This design comes from an exercise in tuning for small area on the open sky130 flow, not from production work. The RTL was checked by simulation tests, not by an equivalence proof against the original design. Power and IR drop assume default switching activity.

`design.v`:
```
`default_nettype none
package pmp_pkg;
  typedef enum logic [1:0] {
    CSR_RW = 2'd0,
    CSR_RS = 2'd1,
    CSR_RC = 2'd2
  } csr_op_t;
  typedef enum logic [1:0] {
    OFF   = 2'd0,
    TOR   = 2'd1,
    NA4   = 2'd2,
    NAPOT = 2'd3
  } pmp_mode_t;
  typedef struct packed {
    logic      lock;
    logic [1:0] rsvd;
    pmp_mode_t mode;
    logic      x;
    logic      w;
    logic      r;
  } pmp_cfg_t;
  typedef logic [32-1:0] pmpcfg_word_t;
endpackage
`default_nettype wire
`timescale 1ns/1ps
`default_nettype none
module pmp_unit (
  input  logic                   clk,
  input  logic                   rst_n,
  input  logic                   csr_req,
  input  logic [12-1:0] csr_addr,
  input  pmp_pkg::csr_op_t       csr_op,
  input  logic [32-1:0]       csr_wdata,
  output logic                   csr_ack,
  output logic [32-1:0]       csr_rdata,
  output logic                   csr_invalid,
  input  logic                   lookup_valid,
  input  logic [34-1:0]   lookup_addr,
  output logic                   result_valid,
  output logic                   result_match,
  output logic [3-1:0]  result_index,
  output logic [2:0]             result_perm
);
  logic [31:0]     mscratch_q;
  logic [63:0]     cfg_q;           
  logic [255:0]    addr_q;          
  logic            ms_v;
  logic [1:0]      cfg_v;
  logic [7:0]      addr_v;
  logic [1:0] op;
  assign op = csr_op;
  logic start, op_ok, hi_ok, is_misa, is_ms, is_cfg, is_addr, bad;
  logic [1:0] sel_cfg;
  logic [7:0] sel_addr;
  assign start   = csr_req & ~csr_ack;
  assign op_ok   = ~(op[1] & op[0]);
  assign hi_ok   = (csr_addr[11:8] == 4'h3);
  assign is_misa = hi_ok & (csr_addr[7:0] == 8'h01);
  assign is_ms   = hi_ok & (csr_addr[7:0] == 8'h40);
  assign is_cfg  = hi_ok & (csr_addr[7:1] == 7'b1010_000);
  assign is_addr = hi_ok & (csr_addr[7:3] == 5'b1011_0);
  assign bad     = ~op_ok | ~(is_misa | is_ms | is_cfg | is_addr);
  always_comb begin
    for (int j = 0; j < 2; j++) sel_cfg[j] = is_cfg & (csr_addr[0] == j[0]);
    for (int i = 0; i < 8; i++) sel_addr[i] = is_addr & (csr_addr[2:0] == i[2:0]);
  end
  logic [31:0] old_val, new_val;
  always_comb begin
    old_val = {32{is_misa & op_ok}} & 32'h4014_1100;
    old_val = old_val | ({32{is_ms & ms_v & op_ok}} & mscratch_q);
    for (int j = 0; j < 2; j++)
      old_val = old_val | ({32{sel_cfg[j] & cfg_v[j] & op_ok}} & cfg_q[32*j +: 32]);
    for (int i = 0; i < 8; i++)
      old_val = old_val | ({32{sel_addr[i] & addr_v[i] & op_ok}} & addr_q[32*i +: 32]);
  end
  logic [31:0] keep, set;
  assign keep = op[1] ? ~csr_wdata : {32{op[0]}};
  assign set  = op[1] ? 32'h0 : csr_wdata;
  assign new_val = (old_val & keep) | set;
  logic wr;
  assign wr = start & op_ok;
  always_ff @(posedge clk) begin
    if (wr & is_ms) mscratch_q <= new_val;
    for (int j = 0; j < 2; j++)
      if (wr & sel_cfg[j]) cfg_q[32*j +: 32] <= new_val;
    for (int i = 0; i < 8; i++)
      if (wr & sel_addr[i]) addr_q[32*i +: 32] <= new_val;
  end
  always_ff @(posedge clk or negedge rst_n) begin
    if (!rst_n) begin
      ms_v   <= 1'b0;
      cfg_v  <= '0;
      addr_v <= '0;
    end else begin
      if (wr & is_ms) ms_v <= 1'b1;
      for (int j = 0; j < 2; j++)
        if (wr & sel_cfg[j]) cfg_v[j] <= 1'b1;
      for (int i = 0; i < 8; i++)
        if (wr & sel_addr[i]) addr_v[i] <= 1'b1;
    end
  end
  always_ff @(posedge clk or negedge rst_n) begin
    if (!rst_n) csr_ack <= 1'b0;
    else        csr_ack <= csr_req;
  end
  always_ff @(posedge clk) begin
    if (!csr_ack) begin
      csr_rdata   <= old_val;
      csr_invalid <= bad;
    end
  end
  logic [31:0] w;
  assign w = lookup_addr[33:2];
  logic z1, z0;
  assign z1 = ~|w[31:1];
  assign z0 = z1 & ~w[0];
  logic [7:0] lt, eqm, hit;
  for (genvar i = 0; i < 8; i++) begin : g_ent
    logic [31:0] a;
    logic [7:0]  c;
    logic        cv, napot;
    assign a     = addr_q[32*i +: 32];
    assign c     = cfg_q[8*i +: 8];
    assign cv    = cfg_v[i/4];
    assign napot = c[4] & c[3];
    logic [31:0] g0, e0;
    logic [15:0] g1, e1;
    logic [7:0]  g2, e2;
    logic [3:0]  g3, e3;
    logic [1:0]  g4, e4;
    logic        g5;
    assign g0 = a & ~w;
    assign e0 = ~(a ^ w);
    for (genvar k = 0; k < 16; k++) begin : l1
      assign g1[k] = g0[2*k+1] | (e0[2*k+1] & g0[2*k]);
      assign e1[k] = e0[2*k+1] & e0[2*k];
    end
    for (genvar k = 0; k < 8; k++) begin : l2
      assign g2[k] = g1[2*k+1] | (e1[2*k+1] & g1[2*k]);
      assign e2[k] = e1[2*k+1] & e1[2*k];
    end
    for (genvar k = 0; k < 4; k++) begin : l3
      assign g3[k] = g2[2*k+1] | (e2[2*k+1] & g2[2*k]);
      assign e3[k] = e2[2*k+1] & e2[2*k];
    end
    for (genvar k = 0; k < 2; k++) begin : l4
      assign g4[k] = g3[2*k+1] | (e3[2*k+1] & g3[2*k]);
      assign e4[k] = e3[2*k+1] & e3[2*k];
    end
    assign g5 = g4[1] | (e4[1] & g4[0]);
    assign lt[i] = addr_v[i] & g5;
    logic [15:0] ap1, f1;
    logic [7:0]  ap2, f2;
    logic [3:0]  ap3, f3;
    logic [1:0]  ap4, f4;
    logic        f5;
    for (genvar k = 0; k < 16; k++) begin : n1
      assign ap1[k] = a[2*k] & a[2*k+1];
      assign f1[k]  = e0[2*k+1] | a[2*k];
    end
    for (genvar k = 0; k < 8; k++) begin : n2
      assign ap2[k] = ap1[2*k] & ap1[2*k+1];
      assign f2[k]  = f1[2*k] & (e1[2*k+1] | (ap1[2*k] & f1[2*k+1]));
    end
    for (genvar k = 0; k < 4; k++) begin : n3
      assign ap3[k] = ap2[2*k] & ap2[2*k+1];
      assign f3[k]  = f2[2*k] & (e2[2*k+1] | (ap2[2*k] & f2[2*k+1]));
    end
    for (genvar k = 0; k < 2; k++) begin : n4
      assign ap4[k] = ap3[2*k] & ap3[2*k+1];
      assign f4[k]  = f3[2*k] & (e3[2*k+1] | (ap3[2*k] & f3[2*k+1]));
    end
    assign f5 = f4[0] & (e4[1] | (ap4[0] & f4[1]));
    assign eqm[i] = addr_v[i] ? (napot ? f5 : (e4[1] & e4[0])) : (c[3] ? z1 : z0);
    logic tor;
    if (i == 0) begin : g_t0
      assign tor = lt[0];
    end else begin : g_tn
      assign tor = lt[i] & ~lt[i-1];
    end
    always_comb begin
      case (c[4:3])
        2'd1:    hit[i] = cv & tor;
        2'd2,
        2'd3:    hit[i] = cv & eqm[i];
        default: hit[i] = 1'b0;
      endcase
    end
  end
  logic [3:0] h1;
  logic [3:0] i1;
  logic [1:0] h2;
  logic [3:0] i2;
  logic       any_hit;
  logic [2:0] hit_idx;
  always_comb begin
    for (int k = 0; k < 4; k++) begin
      h1[k] = hit[2*k] | hit[2*k+1];
      i1[k] = ~hit[2*k] & hit[2*k+1];
    end
    for (int k = 0; k < 2; k++) begin
      h2[k] = h1[2*k] | h1[2*k+1];
      i2[2*k +: 2] = h1[2*k] ? {1'b0, i1[2*k]} : {h1[2*k+1], i1[2*k+1]};
    end
    any_hit = h2[0] | h2[1];
    hit_idx = h2[0] ? {1'b0, i2[1:0]} : {h2[1], i2[3:2]};
  end
  logic       s1_valid, s1_match;
  logic [2:0] s1_idx;
  logic [1:0] s1_cfgw;
  always_ff @(posedge clk or negedge rst_n) begin
    if (!rst_n) begin
      s1_valid     <= 1'b0;
      result_valid <= 1'b0;
    end else begin
      s1_valid     <= lookup_valid;
      result_valid <= s1_valid;
    end
  end
  logic [31:0] perm_word;
  logic [2:0]  s2_perm;
  always_comb begin
    perm_word = s1_cfgw[s1_idx[2]] ? csr_rdata : cfg_q[32*s1_idx[2] +: 32];
    s2_perm   = perm_word[8*s1_idx[1:0] +: 3] & {3{s1_match}};
  end
  always_ff @(posedge clk) begin
    s1_match     <= any_hit;
    s1_idx       <= hit_idx;
    s1_cfgw      <= {wr & sel_cfg[1], wr & sel_cfg[0]};
    result_match <= s1_match;
    result_index <= s1_idx;
    result_perm  <= s2_perm;
  end
endmodule
`default_nettype wire
```
`flow/run.sh`:
```
#!/bin/bash
# The standard layout with these changes:
#  - synthesis maps logic with an area-oriented ABC script (flow/area.abc) instead of
#    ORFS's speed script; everything else in synthesis is the standard flow's own script
#  - ports are buffered with buf_2 rather than the default buffer cell
#  - CTS uses clkbuf_8 leaf clusters of up to 20 sinks and inserts no dummy loads
set -euo pipefail
here=$(pwd)
export BUFFER_PORTS_ARGS="-buffer_cell sky130_fd_sc_hd__buf_1"
export CTS_ARGS="-sink_clustering_enable -repair_clock_nets -dont_use_dummy_load -buf_list sky130_fd_sc_hd__clkbuf_8 -sink_clustering_size 20"
export AREA_ABC_SCRIPT="$here/flow/area.abc"
# The standard flow's synthesis script with abc's script swapped
{ echo "proc abc {args} { set i [lsearch -exact \$args -script]; if {\$i >= 0} { lset args [expr {\$i + 1}] \$::env(AREA_ABC_SCRIPT) }; yosys abc {*}\$args }"; cat synth_recipe.tcl; } > synth_area.tcl
sed "s#SYNTH_SCRIPT=[^ ]*#SYNTH_SCRIPT=$here/synth_area.tcl#" standard.sh > standard_area.sh
grep -q "SYNTH_SCRIPT=$here/synth_area.tcl" standard_area.sh
bash standard_area.sh > make_finish.log 2>&1
```
`config.mk`:
```
export PLATFORM = sky130hd
export DESIGN_NAME = pmp_unit
export DESIGN_NICKNAME = pmp_unit
export VERILOG_FILES = /design/flow/design.v
export SDC_FILE = /design/flow/constraint.sdc
export NUM_CORES = 4
export LEC_CHECK = 0
export CAP_MARGIN = 20
export CORE_MARGIN = 2
export CORE_UTILIZATION = 60
export GPL_TIMING_DRIVEN = 0
export SETUP_SLACK_MARGIN = 0.25
export SLEW_MARGIN = 20
```
`standard.sh`:
```
#!/bin/bash
# synth_recipe.tcl (not shown) runs the flow's synth.tcl, then flattens the netlist and writes it again
# the make line also repeats each setting of config.mk as NAME=value (left out here)
make -C /OpenROAD-flow-scripts/flow DESIGN_CONFIG=/design/flow/config.mk WORK_HOME=/design/flow/orfs CLKGATE_MAP_FILE= SYNTH_SCRIPT=/design/flow/synth_recipe.tcl "${@:-finish}"
```
`flow/area.abc`:
```
&get -n
&st
&dch
&nf
&st
&syn2
&if -g -K 6
&synch2
&nf
&st
&syn2
&if -g -K 6
&synch2
&nf
&st
&dch -f
&nf -R 30
&put
topo
stime -c
```
`constraint.sdc`:
```
create_clock -name core_clock -period 4.0 [get_ports {clk}]
set_input_delay 0.8000 -clock core_clock [delete_from_list [all_inputs] [get_ports {clk}]]
set_output_delay 0.8000 -clock core_clock [all_outputs]
set_load 0.01 [all_outputs]
```
==> results of run 1 <==
-- cell families (layout without fill, tap and decap cells) --
family,after synthesis,count (layout)
AND/OR/NAND/NOR,515,515
buffers and inverters,44,298
XOR/XNOR,1,1
multiplexers,16,16
AO/OA/AOI/OAI,636,636
other,0,6
flip-flops,412,412
adder cells (fa/ha/maj),256,256
-- layout make-up --
cell class                 instances  area, µm²  area share
multi-input combinational       1424      10770      0.4095
sequential                       412      12170      0.4628
timing repair buffer             186       1541     0.05861
clock buffer                      68      935.9     0.03559
tap                              511      639.4     0.02431
antenna                            6      15.01   0.0005709
inverter                          44      226.5    0.008611
-- final timing paths --
check,start,end,slack [ps],depth (start not counted)
worst max register to register,addr_q[149],s1_idx[1],440,11
worst min register to register,s1_valid,result_valid,360,0
min in group core_clock,lookup_valid,s1_valid,280,1
worst min-delay path,rst_n,addr_v[3],260,1
max in group asynchronous,rst_n,addr_v[5],3160,1
worst max-delay path,csr_addr[11],addr_q[122],260,12
-- critical path: cells and delay by family --
| family | cells | cell delay, ps |
|---|---|---|
| simple gates | 7 | 1970 |
| compound gates | 3 | 970 |
| buf+inv | 2 | 330 |
-- power breakdown --
group          total (mW)  internal, mW  switching [mW]
sequential           4.74          4.73          0.0111
clock                3.11          1.50            1.61
combinational       0.650         0.206           0.444
total                8.51          6.44            2.07
-- registers in the layout (all words and copies together), names as in the netlist, 2 cells and up --
name and count:
mscratch_q 32, result_perm 3, addr_q 256, cfg_q 64, addr_v 8, s1_idx 3, csr_rdata 32, s1_cfgw 2
result_index 3, cfg_v 2
-- layer usage --
metal | track usage | up-vias
met4 | 0.2670 | 4
met2 | 0.6730 | 2095
met5 | 0.01660 | -
met3 | 0.2336 | 402
met1 | 0.6476 | 9822
li1 | - | 8390
-- cells in the mapped netlist, types with 5 or more instances --
cell type,count,area [µm²]
edfxtp_1,385,11560
ha_1,256,3203
a21oi_1,163,815.8
nand2_1,113,424.2
nor2_1,110,412.9
nand4_1,103,644.4
o21ai_0,87,435.4
a22oi_1,71,533.0
nand3_1,66,330.3
a22o_1,60,525.5
clkinv_1,44,165.2
a222oi_1,37,370.4
a221oi_1,36,315.3
nor3_1,31,155.2
a21o_1,29,217.7
a31oi_1,21,131.4
and3_1,19,118.9
nor4_1,18,112.6
a211o_1,16,140.1
a211oi_1,16,120.1
o211ai_1,16,120.1
o221ai_1,15,131.4
dfrtp_1,14,350.3
dfxtp_1,13,260.3
or2_0,12,75.07
a2111oi_0,9,78.83
and2_0,9,56.30
mux4_2,9,202.7
o22ai_1,8,50.05
o31ai_1,8,60.06
and4_1,7,61.31
mux2_1,6,67.56
o2111ai_1,6,52.55
nor2b_1,5,31.28
o31a_1,5,43.79
or3_1,5,31.28
-- stage by stage --
| stage | worst slack (ps) | cell area [µm²] |
|---|---|---|
| finish | 258.0 | 26300 |
| global route | 194.0 | 26290 |
| global placement | -2528 | 23970 |
| detailed placement | -799.8 | 24850 |
| CTS | 251.9 | 25980 |
| floorplan | 135.9 | 22870 |
-- what timing repair did --
item / in CTS / in global routing
setup endpoints to repair: 356 / 162
gates resized for setup: 20 / 28
pin swaps: 4 / 6
setup buffers: 10 / 21
==> impl_metrics.py, run 1 <==
metrics = {
    "logic_synthesis": {
        "synthMuxAreaShare": 0.01226,
        "yosys_warnings": 1,
        "synth_fp_nets": 2220,
        "netlist_instances": 1880,
        "synth_edf_count": 385,
        "yosysUniqueCellTypes": 60,
        "syn_area_mm2": 0.02285,
        "async_flop_share": 0.03398,
        "synth_fa_ha_area_frac": 0.1402,
        "synth_compound_area_frac": 0.1943,
        "synth_xor_xnor_area_share": 0.0003832,
        "synth_top_family_by_area": "compound AO/OA/AOI/OAI gates",
        "synthFlopType": "edfxtp_1",
        "ys_ff_latch": 412,
        "yosys.area_share.simple": 0.1131,
        "ys_seq_area_frac": 0.5326,
        "synth_area_per_cell_um2": 12.16,
    },
    "drt": {
        "vias": 20710,
        "wl_met1_um": 34210,
        "drtIter0Drc": 3663,
        "vias_per_cell": 7.813,
        "drc": 0,
        "top_layer_used": "met5",
        "avgRoutedWirePerCell_um": 36.64,
        "wl_um": 97130,
        "detail-route-antenna-nets": 0,
        "dr_wl_met3_um": 18060,
        "first_pass_iters": 9,
        "met2WireLength_um": 38710,
    },
    "floorplanning": {
        "die_area_mm2": 0.03967,
        "start_util": 0.6082,
        "coreArea_mm2": 0.03758,
        "die_width_um": 199.2,
        "die_h_um": 199.2,
        "boundaryPins": 126,
        "fp-row-count": 71,
    },
    "critical_path": {
        "required_ps": 4360,
        "cp_max_fo": 20,
        "crit_path_start_kind": "input pin",
        "path_cells": "buf_1, nor3_1, nand3_1, nor2_1, nand2_1, nor3_1, and3_4, buf_12, a22o_1, a221oi_1, nand4_1, a22o_1",
        "crit_path_end_kind": "flop",
        "path_class": "in2reg",
        "cpPeakStageDelay_ps": 560,
        "cp_slowest_cell": "a22o_1",
        "arrival_ps": 4100,
    },
    "placement": {
        "dp.cells": 2546,
        "hpwl_um": 70820,
        "gp_congestion": 1.052,
        "portBuffers": 123,
    },
    "sta": {
        "max_freq_ghz": 0.2672,
        "post-route-period-util": 0.9355,
        "tns_ps": 0,
        "fin_skew_ps": 41.56,
        "finalHoldViolCount": 0,
        "min_period_ps": 3742,
        "setup_violations": 0,
        "worst_pin_slew_ps": 1159,
        "finalMaxSlewViolations": 0,
        "fin_hold_ws_ps": 263.4,
        "relSlewSlack": 0.2169,
        "rsz0062_at_grt": "true",
    },
    "clock_network": {
        "clock_sinks": 412,
        "clockBufferDepth": 3,
        "clk_latency_ps": 670,
        "cts_tree": "done",
        "clk_pin_slew_ps": 70,
        "cts_buffers": 68,
        "ctsHoldBuffers": 0,
        "clockRootBuffer": "clkbuf_8",
        "h-tree-depth": 3,
    },
    "worst_hold_path": {
        "min_path_type": "in2async",
    },
    "grt": {
        "grt_max_degree": 33,
        "grt_remaining_overflow": 0,
        "grt.total_usage": 0.4941,
        "grt_antenna_before_repair": 8,
        "grt_pass1_vias": 19480,
        "grt_pass1_wl_um": 135000,
    },
    "cells_and_area": {
        "final_cell_mix": "edfxtp_1, ha_1, a21oi_1, buf_1, nand2_1",
        "num-nets-final": 2476,
        "drive_gt1_frac": 0.09372,
        "final_util": 0.6999,
        "fill_cells": 2538,
        "syn_to_final_growth_pct": 15.07,
        "final-instance-count-excl-fill": 2651,
        "final_common_cell": "edfxtp_1",
    },
    "pwr": {
        "powerDensity_mw_per_mm2": 323.4,
        "power_mw": 8.505,
        "power_leakage_nw": 9.424,
        "vdd_drop_max_uv": 397.0,
    },
    "outcome": {
        "status": "finished clean",
    },
    "run": {
        "cap_viol_max_count": 0,
    },
}
==> inputs of run 2 (changes only) <==
--- a/flow/run.sh
+++ b/flow/run.sh
@@ -3,5 +3,5 @@
 #  - synthesis maps logic with an area-oriented ABC script (flow/area.abc) instead of
 #    ORFS's speed script; everything else in synthesis is the standard flow's own script
-#  - ports are buffered with buf_2 rather than the default buffer cell
+#  - ports are buffered with buf_1 rather than the default buffer cell
 #  - CTS uses clkbuf_8 leaf clusters of up to 20 sinks and inserts no dummy loads
 set -euo pipefail
==> impl_metrics.py, run 2 <==
metrics = {
    "floorplanning": {
        "die_width_um": 199.2,
        "die_h_um": 199.2,
        "start_util": 0.6082,
        "fp-row-count": 71,
        "die_area_mm2": 0.03967,
        "coreArea_mm2": 0.03758,
        "boundaryPins": 126,
    },
    "cells_and_area": {
        "final_cell_mix": "edfxtp_1, ha_1, a21oi_1, buf_1, nand2_1",
        "num-nets-final": 2476,
        "final_common_cell": "edfxtp_1",
        "syn_to_final_growth_pct": 15.07,
        "final-instance-count-excl-fill": 2651,
        "largestRegisters": "addr_q: 256 flops, cfg_q: 64 flops",
        "drive_gt1_frac": 0.09372,
        "largest_reg_flops": 256,
        "fin_area_mm2": 0.02630,
        "largest-register": "addr_q",
        "final_util": 0.6999,
        "fill_cells": 2538,
    },
    "critical_path": {
        "r2r-end": "s1_idx[1]",
        "path_cells": "buf_1, nor3_1, nand3_1, nor2_1, nand2_1, nor3_1, and3_4, buf_12, a22o_1, a221oi_1, nand4_1, a22o_1",
        "arrival_ps": 4100,
        "ff2ff_path_depth": 11,
        "path_class": "in2reg",
        "path_delay_family": "simple AND/OR/NAND/NOR gates",
        "crit_path_end_kind": "flop",
        "rrSetupSlack_ps": 440,
        "cp_slowest_cell": "a22o_1",
        "crit_path_start_kind": "input pin",
        "crit_start": "csr_addr[11]",
        "cp.depth": 12,
        "critPathBufInv": 2,
        "cp_max_fo": 20,
        "rr_startpoint": "addr_q[149]",
        "required_ps": 4360,
        "cpPeakStageDelay_ps": 560,
        "critPathCapture": "addr_q[122]",
    },
    "logic_synthesis": {
        "synthFlopType": "edfxtp_1",
        "yosys_warnings": 1,
        "ys_seq_area_frac": 0.5326,
        "ys_ff_latch": 412,
        "synth_area_per_cell_um2": 12.16,
        "async_flop_share": 0.03398,
        "yosysUniqueCellTypes": 60,
        "syn_area_mm2": 0.02285,
        "synth_commonest_cells": "edfxtp_1, ha_1, a21oi_1, nand2_1, nor2_1",
        "synth_edf_count": 385,
        "synth_top_area_share": 0.5059,
        "netlist_instances": 1880,
        "yosysMostFrequentCell": "edfxtp_1",
        "synth.area.top_cells": "edfxtp_1, ha_1, a21oi_1",
        "yosys.area.top_type": "edfxtp_1",
        "synth_fp_nets": 2220,
    },
    "clock_network": {
        "cts_buffers": 68,
        "clockRootBuffer": "clkbuf_8",
        "cts_tree": "done",
        "clk_latency_ps": 670,
        "h-tree-depth": 3,
        "clk_pin_slew_ps": 70,
        "clock_sinks": 412,
        "clockBufferDepth": 3,
    },
    "placement": {
        "gp_congestion": 1.052,
        "place_area_mm2": 0.02485,
        "portBuffers": 123,
        "pre_cts_slack_ps": -799.8,
        "dp.cells": 2546,
        "hpwl_um": 70820,
    },
    "grt": {
        "met2_usage": 0.6730,
        "grt_pass1_wl_um": 135000,
        "grt_max_degree": 33,
        "grt_remaining_overflow": 0,
        "grt.busiest_layer": "met2",
        "grt.total_usage": 0.4941,
        "grt_antenna_before_repair": 8,
        "grt_pass1_vias": 19480,
        "use_met1": 0.6476,
        "grt_util_met3": 0.2336,
    },
    "drt": {
        "vias": 20710,
        "avgRoutedWirePerCell_um": 36.64,
        "wl_um": 97130,
        "drtIter0Drc": 3663,
        "drc": 0,
        "detail-route-antenna-nets": 0,
        "vias_per_cell": 7.813,
        "first_pass_iters": 9,
    },
    "sta": {
        "min_period_ps": 3742,
        "finalMaxSlewViolations": 0,
        "setup_violations": 0,
        "finalHoldViolCount": 0,
        "fin_skew_ps": 41.56,
        "worst_pin_slew_ps": 1159,
        "rsz0062_at_grt": "true",
        "max_freq_ghz": 0.2672,
        "tns_ps": 0,
        "relSlewSlack": 0.2169,
        "worst_slack_ps": 258.0,
        "post-route-period-util": 0.9355,
        "fin_hold_ws_ps": 263.4,
    },
    "run": {
        "cap_viol_max_count": 0,
    },
    "pwr": {
        "vdd_drop_max_uv": 397.0,
        "power_leakage_nw": 9.424,
        "power_mw": 8.505,
        "powerDensity_mw_per_mm2": 323.4,
    },
    "worst_hold_path": {
        "min_path_type": "in2async",
    },
    "outcome": {
        "status": "finished clean",
    },
}
## run 2: what timing repair did
| item | in CTS | in global routing |
|---|---|---|
| buffers inserted | 10 | 21 |
| resized for setup | 20 | 28 |
| hold buffers | 0 | 0 |
| endpoints found under the setup margin | 356 | 162 |
| pin swaps | 4 | 6 |
## run 2: final cells by class
cell class	instances	area, µm²	area share
Sequential cell	412	12170	0.4628
Tap cell	511	639.4	0.02431
Clock buffer	68	935.9	0.03559
Multi-Input combinational cell	1424	10770	0.4095
Timing Repair Buffer	186	1541	0.05861
Inverter	44	226.5	0.008611
Antenna cell	6	15.01	0.0005709
## run 2: power breakdown
group | internal [mW] | total [mW] | switching, mW
combinational | 0.206 | 0.650 | 0.444
sequential | 4.73 | 4.74 | 0.0111
clock | 1.50 | 3.11 | 1.61
## run 2: cells by family after synthesis
| group | Yosys count | share of synthesized area |
|---|---|---|
| AOI/OAI and AO/OA | 636 | 0.1943 |
| xor gates and xnor gates | 1 | 0.0003833 |
| adders and majority gates | 256 | 0.1402 |
| and+or+nand+nor | 515 | 0.1131 |
| DFF | 412 | 0.5326 |
| buffers and inverters | 44 | 0.007227 |
| muxes | 16 | 0.01226 |
## run 2: routing by layer
layer / wire (µm) / part of all wire
met3: 18060 / 0.19
met1: 34210 / 0.35
met5: 22 / 0.00023
met4: 6124 / 0.063
met2: 38710 / 0.40
## run 2: worst min-delay path by stage
stage | endpoint | slack (ps) | cells past startpoint | start
after floorplan | result_valid | 330 | 0 | s1_valid
after global placement | result_valid | 340 | 0 | s1_valid
after detailed placement | result_valid | 340 | 0 | s1_valid
after CTS | addr_v[4] | 260 | 1 | rst_n
after global routing | s1_valid | 280 | 1 | lookup_valid
final | addr_v[3] | 260 | 1 | rst_n
==> inputs of run 3 (changes only) <==
--- a/flow/run.sh
+++ b/flow/run.sh
@@ -8,5 +8,5 @@
 here=$(pwd)
 export BUFFER_PORTS_ARGS="-buffer_cell sky130_fd_sc_hd__buf_1"
-export CTS_ARGS="-sink_clustering_enable -repair_clock_nets -dont_use_dummy_load -buf_list sky130_fd_sc_hd__clkbuf_8 -sink_clustering_size 20"
+export CTS_ARGS="-sink_clustering_enable -repair_clock_nets -dont_use_dummy_load -buf_list sky130_fd_sc_hd__clkbuf_8 -sink_clustering_size 16 -sink_clustering_max_diameter 80"
 export AREA_ABC_SCRIPT="$here/flow/area.abc"
 # The standard flow's synthesis script with abc's script swapped
==> impl_metrics.py, run 3 <==
metrics = {
    "logic_synthesis": {
        "yosysMostFrequentCell": "edfxtp_1",
        "synth_area_per_cell_um2": 12.16,
        "yosys.area_share.simple": 0.1131,
        "synth_top_family_by_area": "compound AO/OA/AOI/OAI gates",
        "syn_area_mm2": 0.02285,
        "synth_compound_area_frac": 0.1943,
        "synth_edf_count": 385,
        "yosys_warnings": 1,
        "synth.area.top_cells": "edfxtp_1, ha_1, a21oi_1",
        "ys_ff_latch": 412,
        "synth_top_area_share": 0.5059,
        "yosysUniqueCellTypes": 60,
        "synth_commonest_cells": "edfxtp_1, ha_1, a21oi_1, nand2_1, nor2_1",
        "synth_fp_nets": 2220,
        "netlist_instances": 1880,
        "async_flop_share": 0.03398,
        "ys_seq_area_frac": 0.5326,
        "synth_xor_xnor_area_share": 0.0003832,
        "synthFlopType": "edfxtp_1",
        "synth_fa_ha_area_frac": 0.1402,
        "yosys.area.top_type": "edfxtp_1",
        "synthMuxAreaShare": 0.01226,
    },
    "grt": {
        "grt.total_usage": 0.4819,
        "grt_remaining_overflow": 0,
        "grt_antenna_before_repair": 8,
        "grt_max_degree": 33,
        "grt_pass1_wl_um": 132200,
        "grt_pass1_vias": 18970,
    },
    "outcome": {
        "status": "finished clean",
    },
    "pwr": {
        "vdd_drop_max_uv": 397.1,
        "powerDensity_mw_per_mm2": 286.2,
        "power_leakage_nw": 9.185,
    },
    "cells_and_area": {
        "largestRegisters": "addr_q: 256 flops, cfg_q: 64 flops",
        "final-instance-count-excl-fill": 2617,
        "largest_reg_flops": 256,
        "final_common_cell": "edfxtp_1",
        "final_cell_mix": "edfxtp_1, ha_1, a21oi_1, buf_1, nand2_1",
        "final_util": 0.6877,
        "syn_to_final_growth_pct": 13.07,
        "drive_gt1_frac": 0.08131,
        "largest-register": "addr_q",
        "fill_cells": 2626,
        "num-nets-final": 2445,
    },
    "sta": {
        "setup_violations": 0,
        "relSlewSlack": 0.2990,
        "fin_skew_ps": 67.10,
        "finalMaxSlewViolations": 0,
        "fin_hold_ws_ps": 226.7,
        "finalHoldViolCount": 0,
        "rsz0062_at_grt": "false",
        "post-route-period-util": 0.9653,
        "min_period_ps": 3861,
        "worst_pin_slew_ps": 1038,
        "max_freq_ghz": 0.2590,
    },
    "critical_path": {
        "arrival_ps": 4220,
        "crit_path_end_kind": "flop",
        "crit_path_start_kind": "input pin",
        "required_ps": 4360,
        "path_class": "in2reg",
        "ff2ff_path_depth": 11,
        "cp_max_fo": 20,
    },
    "placement": {
        "dp.cells": 2546,
        "gp_congestion": 1.052,
        "portBuffers": 123,
        "hpwl_um": 70820,
    },
    "clock_network": {
        "clk_latency_ps": 670,
        "clock_sinks": 412,
        "clockBufferDepth": 3,
        "cts_tree": "done",
        "ctsHoldBuffers": 0,
        "cts_buffers": 31,
        "clockRootBuffer": "clkbuf_8",
        "h-tree-depth": 1,
        "clk_pin_slew_ps": 110,
    },
    "floorplanning": {
        "coreArea_mm2": 0.03758,
        "die_width_um": 199.2,
        "die_h_um": 199.2,
        "fp-row-count": 71,
        "boundaryPins": 126,
        "start_util": 0.6082,
        "die_area_mm2": 0.03967,
    },
    "drt": {
        "first_pass_iters": 7,
        "detail-route-antenna-nets": 0,
        "drc": 0,
        "vias_per_cell": 7.814,
        "wl_um": 95910,
        "drtIter0Drc": 3683,
        "vias": 20450,
        "avgRoutedWirePerCell_um": 36.65,
    },
    "run": {
        "cap_viol_max_count": 0,
    },
    "worst_hold_path": {
        "min_path_type": "in2async",
    },
}
-- run 3: path summary, 6_finish.rpt --
path | start | end | slack, ps
min in group core_clock | lookup_valid | s1_valid | 230
setup reg to reg | addr_q[119] | s1_idx[1] | 430
hold / removal | rst_n | result_valid | 230
setup / recovery | csr_addr[11] | addr_q[122] | 140
hold reg to reg | s1_valid | result_valid | 370
max in group asynchronous | rst_n | csr_ack | 3220
-- run 3: final cells by class --
type	count	area [µm²]	share of cell area
diodes	3	7.507	0.0002905
repair buffers	192	1587	0.06139
clock buffers	31	426.7	0.01651
flip-flops and latches	412	12170	0.4710
multi-input cells	1424	10770	0.4169
inverters	44	237.7	0.009199
well taps	511	639.4	0.02474
-- run 3: critical path, cell delays in order --
cell      delay (ps)
buf_1             80
nor3_1           280
nand3_1          220
nor2_1           170
nand2_1          100
nor3_1           590
and3_4           520
buf_12           250
a22o_1           290
a221oi_1          80
nand4_1          260
a22o_1           560
-- run 3: what timing repair did --
action | CTS | global route
endpoints found under the hold margin | 0 | 0
buffers inserted | 10 | 27
pin swaps | 4 | 8
gates resized for setup | 15 | 33
setup endpoints to repair | 356 | 282
-- run 3: metal layers --
metal	global-route usage	part of all wire	vias to the layer above
met2	0.6668	0.40	1947
li1	-	-	8330
met5	0	0.0018	-
met3	0.2251	0.19	373
met1	0.6406	0.35	9788
met4	0.2242	0.056	12
-- run 3: kinds of logic after synthesis --
group / count (synthesis)
DFF: 412
adders and majority gates: 256
AOI/OAI and AO/OA: 636
xor gates and xnor gates: 1
muxes: 16
buffers and inverters: 44
and+or+nand+nor: 515
-- run 3: through the flow --
stage	cell area [µm²]	power, mW	worst slack, ps	TNS, ps
3_3_place_gp	23970	5.387	-2528	-1381340
6_report	25840	7.397	138.9	0
4_1_cts	25450	7.299	253.5	0
3_5_place_dp	24850	5.421	-799.8	-225350
5_1_grt	25830	7.549	180.1	0
2_1_floorplan	22870	5.181	135.9	0
-- run 3: power breakdown --
group	internal (mW)	total [mW]	switching, mW
Combinational	0.211	0.658	0.447
Sequential	4.72	4.73	0.0118
Clock	0.688	2.01	1.32
Total	5.62	7.40	1.78
==> inputs of run 4 (changes only) <==
--- a/flow/run.sh
+++ b/flow/run.sh
@@ -4,5 +4,5 @@
 #    ORFS's speed script; everything else in synthesis is the standard flow's own script
 #  - ports are buffered with buf_1 rather than the default buffer cell
-#  - CTS uses clkbuf_8 leaf clusters of up to 20 sinks and inserts no dummy loads
+#  - CTS uses clkbuf_8 leaf clusters of up to 16 sinks within 80 um and inserts no dummy loads
 set -euo pipefail
 here=$(pwd)
==> impl_metrics.py, run 4 <==
metrics = {
    "outcome": {
        "status": "finished clean",
    },
    "cells_and_area": {
        "largestRegisters": "addr_q: 256 flops, cfg_q: 64 flops",
        "largest-register": "addr_q",
        "final-instance-count-excl-fill": 2617,
        "drive_gt1_frac": 0.08131,
        "fin_area_mm2": 0.02584,
        "largest_reg_flops": 256,
        "final_cell_mix": "edfxtp_1, ha_1, a21oi_1, buf_1, nand2_1",
        "final_common_cell": "edfxtp_1",
        "num-nets-final": 2445,
        "syn_to_final_growth_pct": 13.07,
    },
    "drt": {
        "wl_um": 95910,
        "first_pass_iters": 7,
        "wl_met1_um": 33960,
        "vias": 20450,
        "drc": 0,
        "top_layer_used": "met5",
        "drtIter0Drc": 3683,
        "met2WireLength_um": 38550,
        "dr_wl_met3_um": 17830,
        "detail-route-antenna-nets": 0,
        "avgRoutedWirePerCell_um": 36.65,
        "vias_per_cell": 7.814,
    },
    "grt": {
        "grt_antenna_before_repair": 8,
        "grt_pass1_vias": 18970,
        "grt.total_usage": 0.4819,
        "grt_remaining_overflow": 0,
        "grt_max_degree": 33,
        "grt_pass1_wl_um": 132200,
    },
    "clock_network": {
        "cts_tree": "done",
        "ctsHoldBuffers": 0,
        "clockBufferDepth": 3,
        "clk_latency_ps": 670,
        "clockRootBuffer": "clkbuf_8",
        "cts_buffers": 31,
        "h-tree-depth": 1,
        "clk_pin_slew_ps": 110,
        "clock_sinks": 412,
    },
    "sta": {
        "finalHoldViolCount": 0,
        "setup_violations": 0,
        "rsz0062_at_grt": "false",
        "min_period_ps": 3861,
        "finalMaxSlewViolations": 0,
        "fin_hold_ws_ps": 226.7,
        "worst_pin_slew_ps": 1038,
        "post-route-period-util": 0.9653,
        "relSlewSlack": 0.2990,
        "fin_skew_ps": 67.10,
        "max_freq_ghz": 0.2590,
    },
    "floorplanning": {
        "die_width_um": 199.2,
        "coreArea_mm2": 0.03758,
        "boundaryPins": 126,
        "start_util": 0.6082,
        "die_area_mm2": 0.03967,
        "fp-row-count": 71,
        "die_h_um": 199.2,
    },
    "critical_path": {
        "path_delay_family": "simple AND/OR/NAND/NOR gates",
        "path_cells": "buf_1, nor3_1, nand3_1, nor2_1, nand2_1, nor3_1, and3_4, buf_12, a22o_1, a221oi_1, nand4_1, a22o_1",
        "cp_slowest_cell": "nor3_1",
        "crit_path_start_kind": "input pin",
        "cp_max_fo": 20,
        "crit_path_end_kind": "flop",
        "ff2ff_path_depth": 11,
        "path_class": "in2reg",
        "critPathBufInv": 2,
        "cp.depth": 12,
        "required_ps": 4360,
        "cpPeakStageDelay_ps": 590,
        "r2r-end": "s1_idx[1]",
        "rr_startpoint": "addr_q[119]",
        "rrSetupSlack_ps": 430,
        "arrival_ps": 4220,
    },
    "pwr": {
        "power_mw": 7.397,
        "powerDensity_mw_per_mm2": 286.2,
        "power_leakage_nw": 9.185,
        "vdd_drop_max_uv": 397.1,
    },
    "placement": {
        "gp_congestion": 1.052,
        "hpwl_um": 70820,
        "portBuffers": 123,
        "place_area_mm2": 0.02485,
        "dp.cells": 2546,
    },
    "worst_hold_path": {
        "min_path_type": "in2async",
    },
    "logic_synthesis": {
        "ys_ff_latch": 412,
        "yosys.area.top_type": "edfxtp_1",
        "ys_seq_area_frac": 0.5326,
        "yosysUniqueCellTypes": 60,
        "netlist_instances": 1880,
        "syn_area_mm2": 0.02285,
        "synth_area_per_cell_um2": 12.16,
        "synth_fp_nets": 2220,
        "synth_edf_count": 385,
        "synth_commonest_cells": "edfxtp_1, ha_1, a21oi_1, nand2_1, nor2_1",
        "synth_top_area_share": 0.5059,
        "synth.area.top_cells": "edfxtp_1, ha_1, a21oi_1",
        "synthFlopType": "edfxtp_1",
        "async_flop_share": 0.03398,
        "yosys_warnings": 1,
        "yosysMostFrequentCell": "edfxtp_1",
    },
    "run": {
        "cap_viol_max_count": 0,
    },
}
[run 4: cell families after synthesis]
| group | count (synthesis) | share of synthesized area |
|---|---|---|
| AOI/OAI and AO/OA | 636 | 0.1943 |
| and+or+nand+nor | 515 | 0.1131 |
| DFF | 412 | 0.5326 |
| adders and majority gates | 256 | 0.1402 |
| buffers and inverters | 44 | 0.007227 |
| muxes | 16 | 0.01226 |
| xor gates and xnor gates | 1 | 0.0003833 |
[run 4: repair_timing]
action	in CTS	in global routing
resized for setup	15	33
setup endpoints to repair	356	282
setup buffers	10	27
gates cloned	0	0
endpoints found under the hold margin	0	0
pin swaps	4	8
[run 4: routing by layer]
layer  global-route usage  vias to the layer above
met5                    0                        -
met4               0.2242                       12
met3               0.2251                      373
met2               0.6668                     1947
met1               0.6406                     9788
li1                     -                     8330
[run 4: per-stage QoR]
| stage | worst slack [ps] | util | setup TNS [ps] |
|---|---|---|---|
| 2_1_floorplan | 135.9 | - | 0 |
| 3_3_place_gp | -2528 | 0.6379 | -1381340 |
| 3_5_place_dp | -799.8 | 0.6612 | -225350 |
| 4_1_cts | 253.5 | 0.6774 | 0 |
| 5_1_grt | 180.1 | 0.6875 | 0 |
| 6_report | 138.9 | 0.6877 | 0 |
[run 4: worst max path at each step]
| stage | from | end | slack [ps] |
|---|---|---|---|
| 4_1_cts | lookup_addr[31] | s1_idx[1] | 250 |
| 2_1_floorplan | csr_addr[11] | addr_q[128] | 140 |
| 6_report | csr_addr[11] | addr_q[122] | 140 |
| 5_1_grt | csr_addr[11] | addr_q[122] | 180 |
| 3_3_place_gp | csr_addr[11] | addr_q[248] | -2530 |
| 3_5_place_dp | csr_addr[11] | addr_q[90] | -800 |
[run 4: where the power goes]
group | leakage [nW] | total, mW | internal [mW] | switching, mW
Sequential | 4.04 | 4.73 | 4.72 | 0.0118
Clock | 0.223 | 2.01 | 0.688 | 1.32
Combinational | 4.92 | 0.658 | 0.211 | 0.447
[run 4: final cells by class]
cell class                 instances  area, µm²
clock buffer                      31      426.7
fill                            2626      11740
inverter                          44      237.7
timing repair buffer             192       1587
antenna                            3      7.507
multi-input combinational       1424      10770
tap                              511      639.4
sequential                       412      12170
[run 4: worst register-to-register path, stage by stage, from the launching register on]
cell      delay [ps]
edfxtp_1         550
ha_1             400
a21oi_1          150
o21ai_0          200
o31ai_2          520
o211ai_1         430
o21a_1           310
nor4b_1          260
o21ai_0          180
nand2_1          100
o211ai_1          90
and2_0           250
==> inputs of run 5 (changes only) <==
--- a/config.mk
+++ b/config.mk
@@ -8,5 +8,5 @@
 export CAP_MARGIN = 20
 export CORE_MARGIN = 2
-export CORE_UTILIZATION = 60
+export CORE_UTILIZATION = 65
 export GPL_TIMING_DRIVEN = 0
 export SETUP_SLACK_MARGIN = 0.25
==> impl_metrics.py, run 5 <==
metrics = {
    "sta": {
        "finalHoldViolCount": 0,
        "min_period_ps": 3852,
        "relSlewSlack": 0.2238,
        "tns_ps": 0,
        "worst_slack_ps": 148.1,
        "setup_violations": 0,
        "finalMaxSlewViolations": 0,
        "max_freq_ghz": 0.2596,
        "fin_skew_ps": 42.47,
        "post-route-period-util": 0.9630,
        "worst_pin_slew_ps": 1154,
        "rsz0062_at_grt": "true",
    },
    "critical_path": {
        "path_cells": "buf_1, clkinv_1, ha_1, nand2_1, a211oi_1, o211ai_1, a2111oi_4, o21ai_0, a311oi_2, nor2_1, o211ai_1, and2_0",
        "crit_path_start_kind": "input pin",
        "cpPeakStageDelay_ps": 520,
        "arrival_ps": 4440,
        "rrSetupSlack_ps": 210,
        "path_class": "in2reg",
        "required_ps": 4590,
        "cp_max_fo": 8,
        "critPathBufInv": 2,
        "cp_slowest_cell": "a2111oi_4",
        "crit_top_cell": "o211ai_1",
        "path_delay_family": "compound AO/OA/AOI/OAI gates",
        "crit_path_end_kind": "flop",
    },
    "cells_and_area": {
        "fill_cells": 2223,
        "largest_reg_flops": 256,
        "multi_input_area_mm2": 0.01078,
        "num-nets-final": 2427,
        "fin_area_mm2": 0.02552,
        "seqCellArea_mm2": 0.01217,
        "syn_to_final_growth_pct": 11.64,
        "n_antenna_cell": 0,
        "drive_gt1_frac": 0.06954,
        "final_util": 0.7387,
        "largestRegisters": "addr_q: 256 flops, cfg_q: 64 flops",
        "final_common_cell": "edfxtp_1",
        "final_cell_mix": "edfxtp_1, ha_1, a21oi_1, buf_1, nand2_1",
        "largest-register": "addr_q",
    },
    "pwr": {
        "internal-power_mw": 5.591,
        "vdd_drop_max_uv": 323.3,
        "p_comb_frac": 0.089,
        "powerDensity_mw_per_mm2": 291.8,
        "swShare": 0.2491,
        "clkPwrFrac": 0.275,
        "power_leakage_nw": 9.085,
        "power_mw": 7.445,
        "netSwitchingPower_mw": 1.854,
        "power_frac_seq": 0.635,
    },
    "logic_synthesis": {
        "yosysUniqueCellTypes": 60,
        "async_flop_share": 0.03398,
        "synth_area_per_cell_um2": 12.16,
        "synth_top_area_share": 0.5059,
        "synthFlopType": "edfxtp_1",
        "yosysMostFrequentCell": "edfxtp_1",
        "synth_commonest_cells": "edfxtp_1, ha_1, a21oi_1, nand2_1, nor2_1",
        "synth.area.top_cells": "edfxtp_1, ha_1, a21oi_1",
        "netlist_instances": 1880,
        "yosys.area.top_type": "edfxtp_1",
        "yosys_warnings": 1,
        "synth_edf_count": 385,
        "syn_area_mm2": 0.02285,
        "synth_fp_nets": 2220,
        "ys_ff_latch": 412,
        "ys_seq_area_frac": 0.5326,
    },
    "clock_network": {
        "cts_tree": "done",
        "clk_pin_slew_ps": 120,
        "cts_buffers": 30,
        "ctsHoldBuffers": 0,
        "h-tree-depth": 1,
        "clock_sinks": 412,
        "clockBufferDepth": 3,
        "clk_latency_ps": 690,
        "clockRootBuffer": "clkbuf_8",
    },
    "grt": {
        "grt.total_usage": 0.5202,
        "grt_pass1_wl_um": 133400,
        "grt_remaining_overflow": 0,
        "grt_pass1_vias": 19620,
        "grt_max_degree": 33,
        "grt_antenna_before_repair": 4,
    },
    "drt": {
        "wl_um": 96040,
        "drtIter0Drc": 4652,
        "vias_per_cell": 8.246,
        "drc": 0,
        "avgRoutedWirePerCell_um": 37.81,
        "first_pass_iters": 11,
        "detail-route-antenna-nets": 0,
        "vias": 20950,
    },
    "floorplanning": {
        "coreArea_mm2": 0.03454,
        "die_width_um": 191.5,
        "boundaryPins": 126,
        "start_util": 0.6616,
        "fp-row-count": 68,
        "die_h_um": 191.5,
        "die_area_mm2": 0.03668,
    },
    "outcome": {
        "status": "finished clean",
    },
    "placement": {
        "pre_cts_slack_ps": -1080,
        "gp_congestion": 1.045,
        "hpwl_um": 70100,
        "portBuffers": 123,
        "place_area_mm2": 0.02478,
    },
    "run": {
        "cap_viol_max_count": 0,
    },
    "worst_hold_path": {
        "min_path_type": "in2async",
    },
}
==> run 5: cell counts after synthesis <==
No cell type changed its count.
==> run 5: power groups by stage <==
| stage | clock network, mW | logic, mW | registers, mW |
|---|---|---|---|
| floorplan | 0 | 0.346 | 4.83 |
| detailed placement | 0 | 0.605 | 4.83 |
| global route | 2.12 | 0.702 | 4.73 |
| CTS | 1.96 | 0.612 | 4.73 |
| finish | 2.05 | 0.665 | 4.73 |
| global placement | 0 | 0.563 | 4.83 |
==> run 5: worst paths after layout <==
check | start | end | cells past startpoint
worst max-delay path | lookup_addr[20] | s1_idx[1] | 12
worst min-delay path | rst_n | result_valid | 1
worst max register to register | addr_q[209] | s1_idx[1] | 10
worst min register to register | s1_match | result_match | 0
max in group asynchronous | rst_n | addr_v[4] | 1
min in group core_clock | lookup_valid | s1_valid | 1
==> run 5: through the flow <==
step | hold WS (ps) | cells
3_5_place_dp | 363.5 | 2490
6_report | 204.0 | 2540
4_1_cts | 221.9 | 2523
3_3_place_gp | 335.0 | 2458
5_1_grt | 228.0 | 2540
2_1_floorplan | 331.2 | 1880
==> run 5: final cells by class <==
type / instances / area share
well taps: 455 / 0.02231
flip-flops and latches: 412 / 0.4770
multi-input cells: 1425 / 0.4226
repair buffers: 174 / 0.05384
clock buffers: 30 / 0.01618
inverters: 44 / 0.008042
==> run 5: kinds of logic after synthesis <==
group                    after synthesis  synth area share
AO/OA/AOI/OAI                        636            0.1943
XOR/XNOR                               1         0.0003833
adder cells (fa/ha/maj)              256            0.1402
buffers and inverters                 44          0.007227
flip-flops                           412            0.5326
multiplexers                          16           0.01226
AND/OR/NAND/NOR                      515            0.1131
==> run 5: repair_timing <==
item	4_1_cts	5_1_grt
setup endpoints to repair	356	197
setup buffers	2	17
endpoints found under the hold margin	0	0
gates cloned	1	0
pin swaps	2	9
resized for setup	10	30
==> run 5: metal layers <==
metal,wire [µm],global-route usage
met3,18900,0.2572
met5,157,0.02885
met1,31800,0.6725
met4,7034,0.2763
met2,38140,0.7134
==> inputs of run 6 (changes only) <==
--- a/flow/run.sh
+++ b/flow/run.sh
@@ -4,9 +4,9 @@
 #    ORFS's speed script; everything else in synthesis is the standard flow's own script
 #  - ports are buffered with buf_1 rather than the default buffer cell
-#  - CTS uses clkbuf_8 leaf clusters of up to 16 sinks within 80 um and inserts no dummy loads
+#  - CTS uses clkbuf_8 leaf clusters of up to 20 sinks and inserts no dummy loads
 set -euo pipefail
 here=$(pwd)
 export BUFFER_PORTS_ARGS="-buffer_cell sky130_fd_sc_hd__buf_1"
-export CTS_ARGS="-sink_clustering_enable -repair_clock_nets -dont_use_dummy_load -buf_list sky130_fd_sc_hd__clkbuf_8 -sink_clustering_size 16 -sink_clustering_max_diameter 80"
+export CTS_ARGS="-sink_clustering_enable -repair_clock_nets -dont_use_dummy_load -buf_list sky130_fd_sc_hd__clkbuf_8 -sink_clustering_size 12 -sink_clustering_max_diameter 80"
 export AREA_ABC_SCRIPT="$here/flow/area.abc"
 # The standard flow's synthesis script with abc's script swapped
--- a/config.mk
+++ b/config.mk
@@ -8,5 +8,5 @@
 export CAP_MARGIN = 20
 export CORE_MARGIN = 2
-export CORE_UTILIZATION = 65
+export CORE_UTILIZATION = 60
 export GPL_TIMING_DRIVEN = 0
 export SETUP_SLACK_MARGIN = 0.25
==> impl_metrics.py, run 6 <==
metrics = {
    "critical_path": {
        "cp_max_fo": 20,
        "required_ps": 4360,
        "crit_path_start_kind": "input pin",
        "rr_startpoint": "addr_q[119]",
        "crit_path_end_kind": "flop",
        "critPathBufInv": 2,
        "cpPeakStageDelay_ps": 560,
        "path_cells": "buf_1, nor3_1, nand3_1, nor2_1, nand2_1, nor3_1, and3_4, buf_12, a22o_1, a221oi_1, nand4_1, a22o_1",
        "r2r-end": "s1_idx[0]",
        "crit_start": "csr_addr[11]",
        "arrival_ps": 4210,
        "cp_slowest_cell": "nor3_1",
        "ff2ff_path_depth": 11,
        "path_class": "in2reg",
        "cp.depth": 12,
        "critPathCapture": "cfg_q[25]",
        "path_delay_family": "simple AND/OR/NAND/NOR gates",
        "rrSetupSlack_ps": 320,
    },
    "logic_synthesis": {
        "ys_ff_latch": 412,
        "synth_edf_count": 385,
        "yosysUniqueCellTypes": 60,
        "yosys.area.top_type": "edfxtp_1",
        "synth_top_area_share": 0.5059,
        "synth.area.top_cells": "edfxtp_1, ha_1, a21oi_1",
        "synth_fp_nets": 2220,
        "syn_area_mm2": 0.02285,
        "yosys_warnings": 1,
        "synthFlopType": "edfxtp_1",
        "synth_area_per_cell_um2": 12.16,
        "ys_seq_area_frac": 0.5326,
        "async_flop_share": 0.03398,
        "yosysMostFrequentCell": "edfxtp_1",
        "netlist_instances": 1880,
        "synth_commonest_cells": "edfxtp_1, ha_1, a21oi_1, nand2_1, nor2_1",
    },
    "clock_network": {
        "h-tree-depth": 2,
        "clk_latency_ps": 640,
        "clock_sinks": 412,
        "clockRootBuffer": "clkbuf_8",
        "clockBufferDepth": 3,
        "cts_tree": "done",
        "clk_pin_slew_ps": 80,
        "cts_buffers": 41,
        "ctsHoldBuffers": 0,
    },
    "pwr": {
        "vdd_drop_max_uv": 419.3,
        "power_mw": 7.716,
        "power_leakage_nw": 9.218,
        "powerDensity_mw_per_mm2": 298.0,
    },
    "grt": {
        "grt.total_usage": 0.4872,
        "grt_pass1_vias": 19040,
        "grt_max_degree": 33,
        "grt_pass1_wl_um": 133100,
        "grt_remaining_overflow": 0,
        "grt_antenna_before_repair": 6,
    },
    "drt": {
        "first_pass_iters": 9,
        "detail-route-antenna-nets": 0,
        "avgRoutedWirePerCell_um": 36.96,
        "wl_um": 96650,
        "vias_per_cell": 7.859,
        "drtIter0Drc": 3642,
        "drc": 0,
        "vias": 20550,
    },
    "cells_and_area": {
        "largestRegisters": "addr_q: 256 flops, cfg_q: 64 flops",
        "syn_to_final_growth_pct": 13.29,
        "final_cell_mix": "edfxtp_1, ha_1, a21oi_1, buf_1, nand2_1",
        "final_util": 0.6890,
        "final_common_cell": "edfxtp_1",
        "drive_gt1_frac": 0.08139,
        "fill_cells": 2597,
        "num-nets-final": 2443,
        "multi_input_area_mm2": 0.01079,
        "largest-register": "addr_q",
        "largest_reg_flops": 256,
        "seqCellArea_mm2": 0.01217,
    },
    "sta": {
        "worst_pin_slew_ps": 1094,
        "min_period_ps": 3849,
        "tns_ps": 0,
        "max_freq_ghz": 0.2598,
        "finalMaxSlewViolations": 0,
        "fin_skew_ps": 56.34,
        "post-route-period-util": 0.9622,
        "setup_violations": 0,
        "rsz0062_at_grt": "true",
        "relSlewSlack": 0.2612,
        "worst_slack_ps": 151.2,
        "finalHoldViolCount": 0,
        "fin_hold_ws_ps": 268.7,
    },
    "outcome": {
        "status": "finished clean",
    },
    "floorplanning": {
        "die_h_um": 199.2,
        "die_width_um": 199.2,
        "fp-row-count": 71,
        "die_area_mm2": 0.03967,
        "coreArea_mm2": 0.03758,
        "boundaryPins": 126,
        "start_util": 0.6082,
    },
    "worst_hold_path": {
        "min_path_type": "in2async",
    },
    "run": {
        "cap_viol_max_count": 0,
    },
    "placement": {
        "portBuffers": 123,
        "pre_cts_slack_ps": -799.8,
        "hpwl_um": 70820,
        "gp_congestion": 1.052,
    },
}
==> run 6: cell counts after synthesis <==
Identical to the previous run, type by type.
==> run 6: worst min-delay path by stage <==
stage / start / cells after the start / to / slack (ps)
floorplan: s1_valid / 0 / result_valid / 330
global placement: s1_valid / 0 / result_valid / 340
detailed placement: s1_valid / 0 / result_valid / 340
CTS: rst_n / 1 / addr_v[7] / 260
global route: lookup_valid / 1 / s1_valid / 310
finish: rst_n / 1 / addr_v[7] / 270
==> run 6: final cells by class <==
type,count,area share
Sequential cell,412,0.4701
Clock buffer,41,0.02179
Tap cell,511,0.02469
Timing Repair Buffer,180,0.05779
Inverter,44,0.008602
Antenna cell,3,0.0002899
Multi-Input combinational cell,1424,0.4167
==> run 6: power breakdown <==
group          internal, mW  total [mW]  switching, mW
sequential             4.72        4.73         0.0139
combinational         0.207       0.654          0.447
clock                 0.916        2.33           1.41
==> run 6: cell families (layout without fill, tap and decap cells) <==
logic type	count (synthesis)	count (layout)	share of synthesized area
other cells	0	3	0
compound gates	636	636	0.1943
mux	16	16	0.01226
fa+ha+maj	256	256	0.1402
simple gates	515	515	0.1131
xor+xnor	1	1	0.0003833
flops	412	412	0.5326
buf+inv	44	265	0.007227
==> run 6: timing repair <==
item	in CTS	in global routing
cloned	0	0
buffers inserted	11	14
gates resized for setup	22	31
pin swaps	5	6
endpoints found under the setup margin	364	123
==> run 6: worst reg2reg max path: cells and delay by family (launching register included) <==
family / cells / cell delay [ps]
compound gates: 6 / 1700
fa+ha+maj: 1 / 390
flops: 1 / 540
simple gates: 4 / 870
==> run 6: per-layer routing <==
| metal | vias up | global-route usage | routed length (µm) |
|---|---|---|---|
| li1 | 8312 | - | - |
| met1 | 9854 | 0.6477 | 34440 |
| met2 | 2017 | 0.6689 | 38760 |
| met3 | 364 | 0.2268 | 17870 |
| met4 | 4 | 0.2388 | 5548 |
| met5 | - | 0 | 25 |
==> run 6: stage by stage <==
step,cells,instance area [µm²]
detailed placement,2546,24850
floorplan,1880,22870
global placement,2514,23970
CTS,2598,25620
finish,2615,25890
global route,2612,25880
==> inputs of run 7 (changes only) <==
--- a/config.mk
+++ b/config.mk
@@ -8,5 +8,5 @@
 export CAP_MARGIN = 20
 export CORE_MARGIN = 2
-export CORE_UTILIZATION = 60
+export CORE_UTILIZATION = 65
 export GPL_TIMING_DRIVEN = 0
 export SETUP_SLACK_MARGIN = 0.25
==> impl_metrics.py, run 7 <==
metrics = {
    "critical_path": {
        "crit_path_start_kind": "input pin",
        "cpPeakStageDelay_ps": 550,
        "path_class": "in2reg",
        "required_ps": 4490,
        "critPathBufInv": 2,
        "cp_slowest_cell": "clkinv_1",
        "path_delay_family": "compound AO/OA/AOI/OAI gates",
        "cp_max_fo": 15,
        "crit_top_cell": "o211ai_1",
        "path_cells": "buf_1, clkinv_1, ha_1, a21oi_1, o21ai_0, nand2b_1, o211ai_1, a31oi_1, o211ai_1, o2111a_1, nor2_1, o211ai_1, and2_0",
        "arrival_ps": 4300,
        "crit_path_end_kind": "flop",
    },
    "sta": {
        "finalHoldViolCount": 0,
        "post-route-period-util": 0.9534,
        "rsz0062_at_grt": "true",
        "fin_hold_ws_ps": 246.3,
        "finalMaxSlewViolations": 0,
        "relSlewSlack": 0.1638,
        "max_freq_ghz": 0.2622,
        "fin_skew_ps": 29.20,
        "min_period_ps": 3814,
        "setup_violations": 0,
        "worst_pin_slew_ps": 1243,
    },
    "floorplanning": {
        "die_width_um": 191.5,
        "start_util": 0.6616,
        "coreArea_mm2": 0.03454,
        "die_h_um": 191.5,
        "die_area_mm2": 0.03668,
        "boundaryPins": 126,
        "fp-row-count": 68,
    },
    "logic_synthesis": {
        "yosysUniqueCellTypes": 60,
        "synth_area_per_cell_um2": 12.16,
        "synth_top_area_share": 0.5059,
        "synth_commonest_cells": "edfxtp_1, ha_1, a21oi_1, nand2_1, nor2_1",
        "synthMuxAreaShare": 0.01226,
        "yosys.area.top_type": "edfxtp_1",
        "synth_fp_nets": 2220,
        "synth_edf_count": 385,
        "syn_area_mm2": 0.02285,
        "async_flop_share": 0.03398,
        "ys_ff_latch": 412,
        "synth_top_family_by_area": "compound AO/OA/AOI/OAI gates",
        "ys_seq_area_frac": 0.5326,
        "synth_xor_xnor_area_share": 0.0003832,
        "yosys.area_share.simple": 0.1131,
        "synth.area.top_cells": "edfxtp_1, ha_1, a21oi_1",
        "netlist_instances": 1880,
        "yosysMostFrequentCell": "edfxtp_1",
        "synth_compound_area_frac": 0.1943,
        "synth_fa_ha_area_frac": 0.1402,
        "synthFlopType": "edfxtp_1",
        "yosys_warnings": 1,
    },
    "worst_hold_path": {
        "min_path_type": "in2async",
    },
    "pwr": {
        "internal-power_mw": 5.819,
        "netSwitchingPower_mw": 1.930,
        "clkPwrFrac": 0.304,
        "swShare": 0.2490,
        "power_mw": 7.749,
        "power_leakage_nw": 9.138,
        "p_comb_frac": 0.085,
        "power_frac_seq": 0.610,
        "powerDensity_mw_per_mm2": 302.4,
        "vdd_drop_max_uv": 501.8,
    },
    "clock_network": {
        "clockBufferDepth": 3,
        "cts_tree": "done",
        "clk_pin_slew_ps": 90,
        "cts_buffers": 40,
        "clock_sinks": 412,
        "clockRootBuffer": "clkbuf_8",
        "clk_latency_ps": 650,
        "h-tree-depth": 2,
    },
    "grt": {
        "grt_pass1_wl_um": 135200,
        "grt_remaining_overflow": 0,
        "grt_pass1_vias": 19880,
        "grt.total_usage": 0.5295,
        "grt_max_degree": 33,
        "grt_antenna_before_repair": 7,
    },
    "cells_and_area": {
        "drive_gt1_frac": 0.07409,
        "final_cell_mix": "edfxtp_1, ha_1, a21oi_1, buf_1, nand2_1",
        "final-instance-count-excl-fill": 2551,
        "final_common_cell": "edfxtp_1",
        "num-nets-final": 2434,
        "largest_reg_flops": 256,
        "syn_to_final_growth_pct": 12.14,
        "multi_input_area_mm2": 0.01078,
        "fill_cells": 2230,
        "seqCellArea_mm2": 0.01217,
        "largestRegisters": "addr_q: 256 flops, cfg_q: 64 flops",
        "largest-register": "addr_q",
    },
    "placement": {
        "gp_congestion": 1.045,
        "hpwl_um": 70100,
        "dp.cells": 2490,
        "portBuffers": 123,
    },
    "drt": {
        "drtIter0Drc": 4410,
        "drc": 0,
        "vias_per_cell": 8.238,
        "avgRoutedWirePerCell_um": 37.89,
        "first_pass_iters": 29,
        "detail-route-antenna-nets": 0,
        "vias": 21020,
        "wl_um": 96660,
    },
    "run": {
        "cap_viol_max_count": 0,
    },
    "outcome": {
        "status": "finished clean",
    },
}
run 7: cell counts after synthesis:
No cell type changed its count.
run 7: cells by family (layout without fill, tap and decap cells):
kind of cell / count (synthesis) / in the layout
multiplexers: 16 / 16
adder cells (fa/ha/maj): 256 / 256
AND/OR/NAND/NOR: 515 / 516
XOR/XNOR: 1 / 1
flip-flops: 412 / 412
buffers and inverters: 44 / 255
AO/OA/AOI/OAI: 636 / 636
other: 0 / 4
run 7: final timing paths:
path                                     start      endpoint  slack, ps  depth (start not counted)
worst max-delay path            lookup_addr[2]     s1_idx[1]        190                         13
worst min-delay path                     rst_n       csr_ack        250                          1
worst max register to register     addr_q[209]     s1_idx[1]        270                         10
worst min register to register        s1_valid  result_valid        370                          0
max in group asynchronous                rst_n     addr_v[5]       3210                          1
min in group core_clock           lookup_valid      s1_valid        280                          1
run 7: final cells by class:
type / count / share of cell area
flip-flops and latches: 412 / 0.4749
multi-input cells: 1425 / 0.4206
repair buffers: 171 / 0.05229
well taps: 455 / 0.02221
clock buffers: 40 / 0.02148
inverters: 44 / 0.008055
diodes: 4 / 0.0003906
run 7: repair_timing:
action,4_1_cts,5_1_grt
setup endpoints to repair,356,192
pin swaps,3,8
gates resized for setup,11,33
buffers inserted,2,14
hold buffers,0,0
hold endpoints to repair,0,0
gates cloned,1,0
run 7: through the flow:
step                      setup TNS (ps)  setup slack, ps  instance area, µm²    util
final                                  0            186.2               25630  0.7419
after detailed placement         -188900            -1080               24780  0.7173
after CTS                              0            235.6               25410  0.7357
after global placement          -1152110            -1929               23900  0.6919
after floorplan                        0            135.9               22870       -
after global routing                   0            147.7               25620  0.7417
run 7: power groups by stage:
stage                     sequential (mW)  clock (mW)  combinational, mW
after floorplan                      4.83           0              0.346
after global placement               4.83           0              0.563
after detailed placement             4.83           0              0.605
after CTS                            4.73        2.26              0.613
after global routing                 4.73        2.43              0.702
final                                4.73        2.36              0.661
run 7: routing by layer:
| metal | vias to the layer above | GRT usage | wire [µm] |
|---|---|---|---|
| li1 | 8312 | - | - |
| met1 | 9872 | 0.6694 | 31840 |
| met2 | 2258 | 0.7210 | 38280 |
| met3 | 566 | 0.2776 | 19060 |
| met4 | 8 | 0.3036 | 7302 |
| met5 | - | 0.02198 | 176 |
==> inputs of run 8 (changes only) <==
--- a/flow/run.sh
+++ b/flow/run.sh
@@ -4,5 +4,5 @@
 #    ORFS's speed script; everything else in synthesis is the standard flow's own script
 #  - ports are buffered with buf_1 rather than the default buffer cell
-#  - CTS uses clkbuf_8 leaf clusters of up to 20 sinks and inserts no dummy loads
+#  - CTS uses clkbuf_8 leaf clusters of up to 12 sinks within 80 um and inserts no dummy loads
 set -euo pipefail
 here=$(pwd)
==> impl_metrics.py, run 8 <==
metrics = {
    "outcome": {
        "status": "finished clean",
    },
    "placement": {
        "portBuffers": 123,
        "hpwl_um": 70100,
        "pre_cts_slack_ps": -1080,
        "dp.cells": 2490,
    },
    "pwr": {
        "power_mw": 7.749,
        "powerDensity_mw_per_mm2": 302.4,
        "power_frac_seq": 0.610,
        "clkPwrFrac": 0.304,
        "swShare": 0.2490,
        "p_comb_frac": 0.085,
    },
    "cells_and_area": {
        "fill_cells": 2230,
        "largest_reg_flops": 256,
        "final_cell_mix": "edfxtp_1, ha_1, a21oi_1, buf_1, nand2_1",
        "largest-register": "addr_q",
        "final-instance-count-excl-fill": 2551,
        "syn_to_final_growth_pct": 12.14,
        "largestRegisters": "addr_q: 256 flops, cfg_q: 64 flops",
        "drive_gt1_frac": 0.07409,
        "final_util": 0.7419,
    },
    "clock_network": {
        "clk_pin_slew_ps": 90,
        "clockRootBuffer": "clkbuf_8",
        "clock_sinks": 412,
        "cts_buffers": 40,
        "h-tree-depth": 2,
        "clockBufferDepth": 3,
    },
    "sta": {
        "post-route-period-util": 0.9534,
        "setup_violations": 0,
        "tns_ps": 0,
        "worst_pin_slew_ps": 1243,
        "finalMaxSlewViolations": 0,
        "rsz0062_at_grt": "true",
        "worst_slack_ps": 186.2,
        "relSlewSlack": 0.1638,
        "max_freq_ghz": 0.2622,
        "fin_hold_ws_ps": 246.3,
    },
    "logic_synthesis": {
        "synth_fp_nets": 2220,
        "ys_seq_area_frac": 0.5326,
        "async_flop_share": 0.03398,
        "yosysUniqueCellTypes": 60,
        "yosys.area.top_type": "edfxtp_1",
        "yosys_warnings": 1,
        "yosysMostFrequentCell": "edfxtp_1",
        "synth_edf_count": 385,
        "synth_area_per_cell_um2": 12.16,
    },
    "drt": {
        "vias_per_cell": 8.238,
        "drc": 0,
        "wl_met1_um": 31840,
        "wl_um": 96660,
        "dr_wl_met3_um": 19060,
        "detail-route-antenna-nets": 0,
        "vias": 21020,
    },
    "grt": {
        "grt_max_degree": 33,
        "grt_remaining_overflow": 0,
        "grt.total_usage": 0.5295,
        "grt_pass1_vias": 19880,
        "grt_antenna_before_repair": 7,
        "grt_pass1_wl_um": 135200,
    },
    "critical_path": {
        "arrival_ps": 4300,
        "crit_start": "lookup_addr[2]",
        "rr_startpoint": "addr_q[209]",
        "path_class": "in2reg",
        "required_ps": 4490,
        "ff2ff_path_depth": 10,
        "cp_max_fo": 15,
    },
    "run": {
        "cap_viol_max_count": 0,
    },
    "floorplanning": {
        "die_area_mm2": 0.03668,
        "die_h_um": 191.5,
        "coreArea_mm2": 0.03454,
        "start_util": 0.6616,
    },
    "worst_hold_path": {
        "min_path_type": "in2async",
    },
}
[run 8: cell counts in the layout (fill, tap and decap cells not counted)]
Identical to the previous run, type by type.
[run 8: how the worst max path moves through the flow]
stage / endpoint / depth (start not counted)
after floorplan: addr_q[128] / 6
after global placement: addr_q[239] / 12
after detailed placement: s1_idx[0] / 13
after CTS: s1_idx[0] / 14
after global routing: s1_idx[0] / 15
final: s1_idx[1] / 13
[run 8: kinds of logic (layout without fill, tap and decap cells)]
family,Yosys count,count (layout),synth area share
simple gates,515,516,0.1131
other cells,0,4,0
fa+ha+maj,256,256,0.1402
compound gates,636,636,0.1943
mux,16,16,0.01226
xor+xnor,1,1,0.0003833
flops,412,412,0.5326
buf+inv,44,255,0.007227
[run 8: power by group through the flow]
| stage | Combinational (mW) | Clock, mW | Sequential [mW] |
|---|---|---|---|
| 2_1_floorplan | 0.346 | 0 | 4.83 |
| 3_3_place_gp | 0.563 | 0 | 4.83 |
| 3_5_place_dp | 0.605 | 0 | 4.83 |
| 4_1_cts | 0.613 | 2.26 | 4.73 |
| 5_1_grt | 0.702 | 2.43 | 4.73 |
| 6_report | 0.661 | 2.36 | 4.73 |
[run 8: critical path, cell delays in order]
cell	delay [ps]
buf_1	190
clkinv_1	550
ha_1	450
a21oi_1	150
o21ai_0	230
nand2b_1	150
o211ai_1	210
a31oi_1	350
o211ai_1	250
o2111a_1	340
nor2_1	260
o211ai_1	120
and2_0	250
[run 8: repair_timing]
| item | 4_1_cts | 5_1_grt |
|---|---|---|
| pin swaps | 3 | 8 |
| gates cloned | 1 | 0 |
| hold buffers | 0 | 0 |
| buffers inserted | 2 | 14 |
| gates resized for setup | 11 | 33 |
| endpoints found under the hold margin | 0 | 0 |
| setup endpoints to repair | 356 | 192 |
[run 8: layout make-up]
| class | instances | area [µm²] | area share |
|---|---|---|---|
| clock buffers | 40 | 550.5 | 0.02148 |
| repair buffers | 171 | 1340 | 0.05229 |
| diodes | 4 | 10.01 | 0.0003906 |
| inverters | 44 | 206.4 | 0.008055 |
| multi-input cells | 1425 | 10780 | 0.4206 |
| flip-flops and latches | 412 | 12170 | 0.4749 |
| well taps | 455 | 569.3 | 0.02221 |
[run 8: metal layers]
metal | up-vias | GRT usage
met4 | 8 | 0.3036
met5 | - | 0.02198
met1 | 9872 | 0.6694
li1 | 8312 | -
met3 | 566 | 0.2776
met2 | 2258 | 0.7210

Check on run 8: ideal ports give 0.186 ns setup slack; a clkbuf_16 on the clock port and buf_2 on the inputs give 0.212 ns; moving port delays by the midpoint clock arrival (0.689 ns) as well gives -0.477 ns.
